This design comes from an exercise in tuning for small area and a short achievable clock period on the open sky130 flow, not from production work. In this exercise RTL edits were held to simulation tests only and were not proved equivalent to the original.

## flow/design.v (module list and top-level ports; edited modules follow where they fit)
// module pe_fma_pre: 35 lines
// module pe_fma_core: 2202 lines
// module pe_pipelined: 151 lines
module pe_pipelined #(
    parameter int unsigned W_DEPTH = 4,
    parameter int unsigned PIPE    = 2,
    localparam int unsigned ADDR_W = (W_DEPTH > 1) ? $clog2(W_DEPTH) : 1
) (
    input  logic              clk,
    input  logic              reset,
    input  logic              load_cfg,
    input  logic [2:0]        load_op,
    input  logic              load_wen,
    input  logic [ADDR_W-1:0] load_addr,
    input  logic [31:0]       load_data,
    input  logic              in_valid,
    output logic              in_ready,
    input  logic [31:0]       a,
    input  logic [31:0]       b,
    input  logic [31:0]       c,
    output logic              out_valid,
    input  logic              out_ready,
    output logic [31:0]       out_data,
    output logic              busy
);
  // ...
==> flow/run.sh <==
#!/bin/bash
# synth_recipe.tcl (not shown) runs the flow's synth.tcl, then flattens the netlist and writes it again
# the make line also repeats each setting of config.mk as NAME=value (left out here)
make -C /OpenROAD-flow-scripts/flow DESIGN_CONFIG=/design/flow/config.mk WORK_HOME=/design/flow/orfs CLKGATE_MAP_FILE= SYNTH_SCRIPT=/design/flow/synth_recipe.tcl finish
==> flow/config.mk <==
export PLATFORM = sky130hd
export DESIGN_NAME = pe_pipelined
export DESIGN_NICKNAME = pe_pipelined
export VERILOG_FILES = /design/flow/design.v
export SDC_FILE = /design/flow/constraint.sdc
export NUM_CORES = 4
export LEC_CHECK = 0
export ABC_AREA = 1
export CAP_MARGIN = 20
export CORE_MARGIN = 2
export CORE_UTILIZATION = 40
export SLEW_MARGIN = 20
==> flow/constraint.sdc <==
create_clock -name core_clock -period 30.0 [get_ports {clk}]
set_input_delay 6.0000 -clock core_clock [delete_from_list [all_inputs] [get_ports {clk}]]
set_output_delay 6.0000 -clock core_clock [all_outputs]
set_load 0.01 [all_outputs]
==> impl_metrics.json, run 1 <==
{
  "path_max_fanout": 38,
  "numCtsBuffers": 26,
  "drc": 0,
  "drt.antenna.violating_nets": 0,
  "muxShareOfSynthArea_pct": 0.08904,
  "n_all_buffers": 261,
  "ys_warn_count": 4,
  "slew_headroom_pct": 21.53,
  "path_delay_family": "simple AND/OR/NAND/NOR gates",
  "r2r_setup_slack_ps": 11180,
  "synth-async-reset-ratio_pct": 52.08,
  "fin_crit_ps": 18820,
  "clock_area_share_pct": 1.698,
  "clock_sinks": 265,
  "fp.dieArea_sq_um": 115100,
  "slowest_delay_ps": 1050,
  "crit_slowest_cell": "edfxtp_1",
  "worstPathRequired_ps": 30290,
  "critPathMostFrequentCell": "nand2_1",
  "n_antenna_cell": 2,
  "rsz0062_at_grt": "false",
  "finalSetupTns_ps": 0,
  "ios": 174,
  "multi_input_area_share_pct": 66.27,
  "fin_util_pct": 43.48,
  "synth_top_family_by_area": "simple AND/OR/NAND/NOR gates",
  "status": "timing/DRC/antenna clean",
  "largest_cell_class": "multi-input combinational cells",
  "worst_hold_startpoint": "wbank[0][27]$_DFFE_PP0P_",
  "grt_util_met1_pct": 43.58,
  "setup_viol_count_final": 0,
  "yosysTopAreaCell": "fa_1",
  "wl_um": 191900,
  "yosysMostFrequentCell": "nand2_1",
  "grt_pass1_vias": 45040
}
==> run 2: changes to the inputs <==
--- a/flow/config.mk
+++ b/flow/config.mk
@@ -10,3 +10,3 @@
 export CORE_MARGIN = 2
-export CORE_UTILIZATION = 40
+export CORE_UTILIZATION = 60
 export SLEW_MARGIN = 20
==> run 2 against run 1 <==
Clock skew fell by 3.9 ps. Cell area fell by 1.5%. Maximum frequency rose by 4.3%. Via count rose by 3.5%. Worst setup slack improved by 780 ps. Utilization rose by 21 points. Global-route usage rose by 14 points. Clock-buffer cell count fell by 9. Sequential share of layout area rose by 0.23 points. Critical path depth rose by 1. Critical path type unchanged. Critical endpoint is now s1_z[14]$_DFFE_PP_. Largest cell class unchanged.
==> impl_metrics.json, run 2 <==
{
  "drt.antenna.violating_nets": 0,
  "initial_core_util_pct": 60.50,
  "clkTransAtPathRegs_ps": 70,
  "yosysTopAreaCell": "fa_1",
  "largest_reg_flops": 128,
  "holdPathEnd": "wbank[0][30]$_DFFE_PP0P_",
  "worst_hold_startpoint": "wbank[0][30]$_DFFE_PP0P_",
  "post_cts_buffers": 0,
  "max_freq_mhz": 55.41,
  "synth_area_per_cell_sq_um": 6.642,
  "r2r_start": "s1_my[11]$_DFFE_PP_",
  "status": "timing/DRC/antenna clean",
  "first_pass_iters": 10,
  "top_regs": "wbank x128, dat x32, s1_z x32",
  "layout-drive-gt1-share_pct": 4.021,
  "cts_resized": 0,
  "finalInstanceArea_sq_um": 47980,
  "criticalPathCategory": "reg2reg",
  "fin_nets": 7333,
  "grt_pass1_vias": 45940,
  "finalSetupTns_ps": 0,
  "worstPathRequired_ps": 30270,
  "yosysMostFrequentCell": "nand2_1",
  "drt_iter0_drc": 7518,
  "synth_edf_count": 127,
  "die_w_um": 277.8,
  "syn_area_sq_um": 44970,
  "yosys-top-cells-area": "fa_1 15%, nand2_1 14%, inv_1 8.6%",
  "worst_setup_path_start_kind": "flip-flop",
  "max_flop_register": "wbank",
  "placed_area_sq_um": 47170,
  "dp_hpwl_um": 141200,
  "syn_inst": 6770,
  "setup_viol_count_final": 0,
  "grt_max_degree": 80,
  "cap_viol_max_count": 0,
  "ys_warn_count": 4,
  "route.vias.total": 49340,
  "fill_cells": 6904,
  "core_sq_um": 74320,
  "drt-wirelength-per-cell_um": 23.81,
  "worst_slew_pin_slew_ps": 1133,
  "r2r_setup_slack_ps": 11950,
  "synth_top_area_share_pct": 15.27,
  "ff_latch_area_sq_um": 7267,
  "ys_types": 61,
  "grt_pass1_wl_um": 275600,
  "path_max_fanout": 51,
  "dp_cells": 7639,
  "whs_path_depth": 2,
  "slowest_delay_ps": 1110,
  "final_cell_mix": "1620 x nand2_1, 1030 x inv_1, 755 x nand3_1",
  "syn2layout_area_growth_pct": 6.712,
  "vias_per_cell": 6.409,
  "synth-async-reset-ratio_pct": 52.08,
  "drc": 0,
  "clk_latency_ps": 530,
  "cp_data_arrival_time_ps": 18320,
  "timing.rr.end": "s1_z[14]$_DFFE_PP_",
  "rsz0062_at_grt": "false",
  "crit_slowest_cell": "edfxtp_1",
  "fin_skew_ps": 9.980,
  "ios": 174,
  "fin_cells": 7699,
  "antenna_found_initial": 14,
  "syn_nets": 7406,
  "cts_root_buf": "clkbuf_16",
  "wl_um": 183300,
  "timing.hold.ws_ps": 482.2,
  "hp-class": "reg2reg",
  "hold_viol_final": 0,
  "ys.flop_type": "dfrtp_1",
  "num_rows": 100,
  "cts_max_level": 1,
  "cts_tree": "built",
  "r2r_cells": 72,
  "post-route-period-util_pct": 60.16,
  "multi_input_area_sq_um": 32270,
  "synth_common_cells": "1621 x nand2_1, 1034 x inv_1, 759 x nand3_1",
  "clock_sinks": 265,
  "fin_crit_ps": 18050,
  "die_h_um": 277.8,
  "synth_seq_cells": 265,
  "cp-end-kind": "flip-flop",
  "overflow": 0,
  "ctsHoldBuffers": 0,
  "critPathMostFrequentCell": "nand2_1",
  "final_common_cell": "nand2_1",
  "maxSlewViolCount": 0,
  "numCtsBuffers": 25,
  "io_buffers": 173,
  "grt_usage_pct": 46.40,
  "seq_area_frac_synth_pct": 16.16,
  "slew_headroom_pct": 24.01,
  "fp.dieArea_sq_um": 77150,
  "clockBufferDepth": 3,
  "gp_congestion": 1.171
}
-- run 2: stage by stage --
step / util (%) / worst slack (ps)
4_1_cts: 64.51 / 12530
2_1_floorplan: - / 16820
3_5_place_dp: 63.46 / 12580
3_3_place_gp: 63.46 / 12930
5_1_grt: 64.52 / 10550
6_report: 64.56 / 11950
-- run 2: cell families (layout without fill, tap and decap cells) --
| family | after synthesis | count (layout) | synth area share, % |
|---|---|---|---|
| compound gates | 1143 | 1143 | 14.69 |
| fa+ha+maj | 497 | 497 | 19.56 |
| flops | 265 | 265 | 16.16 |
| other cells | 0 | 15 | 0 |
| buf+inv | 1436 | 1381 | 12.40 |
| simple gates | 3003 | 3003 | 28.88 |
| mux | 4 | 4 | 0.08905 |
| xor+xnor | 422 | 422 | 8.220 |
-- run 2: final cells by class --
type	count	area share [%]
Multi-Input combinational cell	5069	67.25
Timing Repair Buffer	257	4.923
Inverter	1079	8.454
Sequential cell	265	15.14
Clock inverter	15	0.2581
Clock buffer	30	1.364
Antenna cell	15	0.07823
Tap cell	969	2.527
-- run 2: routing by layer --
metal	GRT usage (%)	vias up	routed length [um]	part of all wire, %
li1	-	21860	-	-
met1	58.45	22770	66080	36
met2	69.36	3759	76260	42
met3	12.96	942	24240	13
met4	31.25	10	16660	9.1
met5	0.3752	-	67	0.037
-- run 2: how the worst max path moves through the flow --
stage,end,slack (ps),startpoint
final,s1_z[14]$_DFFE_PP_,11950,s1_my[11]$_DFFE_PP_
after floorplan,s1_z[1]$_DFFE_PP_,16820,s1_z[30]$_DFFE_PP_
after detailed placement,s1_z[14]$_DFFE_PP_,12580,s1_z[30]$_DFFE_PP_
after CTS,s1_z[14]$_DFFE_PP_,12530,s1_z[30]$_DFFE_PP_
after global placement,s1_z[14]$_DFFE_PP_,12930,s1_z[30]$_DFFE_PP_
after global routing,s1_z[14]$_DFFE_PP_,10550,s1_z[30]$_DFFE_PP_
-- run 2: worst max-delay path: cells and delay by family (launching register included) --
kind / cells / cell delay, ps
xor gates and xnor gates: 2 / 400
adders and majority gates: 9 / 4370
AOI/OAI and AO/OA: 18 / 4200
DFF: 1 / 1110
buffers and inverters: 14 / 3030
and+or+nand+nor: 29 / 4530

[static timing again, ports no longer ideal]
In the flow no input, the clock included, has a driving cell. The finished layouts below were timed again as built, in two steps. Step 1: set_driving_cell puts a clkbuf_16 on clk and a buf_2 on each other input, an assumption about the parent block. Step 2 also shifts input and output timing later by t, the mid clock arrival at the registers, as if the neighbouring blocks saw the same clock. Slacks: ideal ports / drivers / drivers and shift; pairs: ideal ports / drivers.
| run | shift t [ns] | slack for setup (ns) | hold WS [ns] |
|---|---|---|---|
| run 1 | 0.597 | 11.176 / 11.176 / 11.176 | 0.479 / 0.479 / 0.479 |
| run 2 | 0.583 | 11.954 / 11.954 / 11.954 | 0.482 / 0.482 / 0.482 |
After both steps every run listed still meets setup and hold.
